From an optimization exercise on the open Yosys and OpenROAD flow, aimed at small area, a short achievable clock period and few clock cycles per item; shortcuts taken in it are not production practice.
Only simulation tests tie the RTL to the original design; equivalence was not proved.

## waveform_oscillator_soft_ramp_core
module waveform_oscillator_soft_ramp_core (
  input  wire logic                 clk,
  input  wire logic                 rst,
  input  wire logic                 in_valid,
  output logic                      in_ready,
  input  wire logic signed [23:0]   in_left,
  input  wire logic signed [23:0]   in_right,
  input  wire logic                 in_block_start,
  input  wire logic                 in_soft_start,
  input  wire logic                 in_soft_stop,
  output logic                      out_valid,
  input  wire logic                 out_ready,
  output logic signed [23:0]        out_left,
  output logic signed [23:0]        out_right,
  output logic signed [15:0]        out_wave,
  input  wire logic                 cfg_valid,
  output logic                      cfg_ready,
  input  wire logic [1:0]           cfg_index,
  input  wire logic [wosr_pkg::FIELD_BITS-1:0] cfg_data
);
clock: 12.0 ns
lec_check: 0
abc_area: 1
cap_margin: 20
core_margin: 2
core_utilization: 40
slew_margin: 20
synth_hierarchical: 1
standard.sh (not shown) runs the stock make flow with config.mk's settings and CLKGATE_MAP_FILE= SYNTH_SCRIPT=/design/flow/synth_recipe.tcl, a recipe that flattens the netlist after the stock synthesis.
==> flow/flow/run.sh <==
#!/bin/bash
# Standard layout with a larger setup margin for the repair steps (the clock
# period and constraints stay the design's), resizing not tied to the cell
# footprint, and plain buffers on the ports.
set -euo pipefail
export SETUP_SLACK_MARGIN=7.25
export BUFFER_PORTS_ARGS="-buffer_cell sky130_fd_sc_hd__buf_2"
bash standard.sh MATCH_CELL_FOOTPRINT=0 finish > standard.log 2>&1
Testbench counts at the start, summed over its fixed seeds: cycles 8,384, items 8,192.
Then changed:
- CORE_UTILIZATION: 40 -> 55
Flip-flop and latch count is unchanged.
Core utilization increases by 15 points.
Final cell count shrinks by about 6.6%.
Wire length came out higher by 2.8%.
Die area decreases by 27%.
Design area goes down by about 1.5%.
Then changed:
--- a/flow/flow/run.sh
+++ b/flow/flow/run.sh
@@ -4,5 +4,5 @@
 # footprint, and plain buffers on the ports.
 set -euo pipefail
-export SETUP_SLACK_MARGIN=7.25
+export SETUP_SLACK_MARGIN=7.5
 export BUFFER_PORTS_ARGS="-buffer_cell sky130_fd_sc_hd__buf_2"
 bash standard.sh MATCH_CELL_FOOTPRINT=0 finish > standard.log 2>&1
- CORE_UTILIZATION: 55 -> 40
Fmax climbs by 0.57%.
Count of clock-buffer cells in the layout climbs by 3.
Die area climbs by 37%.
Worst setup slack gains 26 ps.
Design area climbs by 5.1%.
Global-route usage drops by 7.7 points.
Core utilization drops by 14 points.
Then changed:
--- a/flow/flow/run.sh
+++ b/flow/flow/run.sh
@@ -4,5 +4,5 @@
 # footprint, and plain buffers on the ports.
 set -euo pipefail
-export SETUP_SLACK_MARGIN=7.5
+export SETUP_SLACK_MARGIN=7.25
 export BUFFER_PORTS_ARGS="-buffer_cell sky130_fd_sc_hd__buf_2"
 bash standard.sh MATCH_CELL_FOOTPRINT=0 finish > standard.log 2>&1
- CORE_UTILIZATION: 40 -> 65
What happened:
- The changed run finished clean
- flip-flop and latch count does not change
- maximum frequency goes down by 0.70%
- cell count goes down by 9.7%
- worst hold slack got worse by 18 ps
- sequential share of layout area goes up by 1.5 points
- design area goes down by 5.2%
- die area goes down by 38%
- critical path depth goes up by 5
- setup slack got worse by 32 ps


Another version of the RTL of waveform_oscillator_soft_ramp_core (not shown whole).
Size: about 4000 cells after synthesis, about 500 flip-flops, about 150 I/O pins.
Settings: LEC_CHECK=0, CAP_MARGIN=20, CORE_MARGIN=2, CORE_UTILIZATION=40, SLEW_MARGIN=20, SYNTH_HIERARCHICAL=1; clock period 12.0 ns.
==> flow/flow/run.sh <==
#!/bin/bash
# Standard layout with a larger setup margin for the repair steps (the clock
# period and constraints stay the design's), resizing not tied to the cell
# footprint, and plain buffers on the ports.
set -euo pipefail
export SETUP_SLACK_MARGIN=6.8
export BUFFER_PORTS_ARGS="-buffer_cell sky130_fd_sc_hd__buf_2"
bash standard.sh MATCH_CELL_FOOTPRINT=0 finish > standard.log 2>&1
The first run passed the timing, DRC and antenna checks.
Testbench counts at the start, summed over its fixed seeds: cycles 8,384, items 8,192.
Change:
--- a/flow/flow/run.sh
+++ b/flow/flow/run.sh
@@ -5,3 +5,3 @@
 set -euo pipefail
-export SETUP_SLACK_MARGIN=6.8
+export SETUP_SLACK_MARGIN=7.0
 export BUFFER_PORTS_ARGS="-buffer_cell sky130_fd_sc_hd__buf_2"
- ABC_AREA: default -> 1
=> The changed run produced a clean layout. Non-clock buffer count is lower by 22. Design area rose by 1.4%. Die area is higher by 4.1%. Setup slack improves by 0.41 ns. Routed wire length went up by 4.7%.
Change:
--- a/flow/flow/run.sh
+++ b/flow/flow/run.sh
@@ -5,3 +5,3 @@
 set -euo pipefail
-export SETUP_SLACK_MARGIN=7.0
+export SETUP_SLACK_MARGIN=7.5
 export BUFFER_PORTS_ARGS="-buffer_cell sky130_fd_sc_hd__buf_2"
- wire length rose by 3.2%
- synthesized area stays the same
- final cell count rose by 1.1%
- design area rose by 3.4%
- setup slack improves by 0.21 ns
- clock-buffer cell count fell by 13

afterwards: timing with drivers on the ports:
Ports are ideal in the flow. The routed layouts listed here were re-timed in OpenROAD.
Step 1: set_driving_cell puts a clkbuf_16 on clk and a buf_2 on each other input, an assumption about the parent block.
Step 2 moves the port delays by t, midway between the first and last clock arrival at a register: inputs arrive t later, outputs are due t later. That takes back most of the time a late clock gives input paths.
Slacks: no drivers / after step 1 / after step 2; pairs: no drivers / after step 1.
| run | t (ns) | setup slack, ns | pins driven straight from the clock port |
|---|---|---|---|
| the first run of note 1 | 0.721 | 7.356 / 7.356 / 6.808 | 1 |
| the second run of note 1 | 0.703 | 7.379 / 7.379 / 7.000 | 1 |
| the third run of note 1 | 0.733 | 7.406 / 7.406 / 7.233 | 1 |
| the fourth run of note 1 | 0.693 | 7.373 / 7.373 / 6.992 | 1 |
| the first run of note 2 | 0.730 | 6.843 / 6.843 / 6.843 | 1 |
| the second run of note 2 | 0.738 | 7.256 / 7.256 / 6.649 | 1 |
| the third run of note 2 | 0.712 | 7.468 / 7.468 / 6.957 | 1 |
After both steps every run listed still meets setup and hold. For the second run of note 2, which loses most, drivers alone change the setup slack by 0.000 ns; drivers and shift together by -0.607 ns.
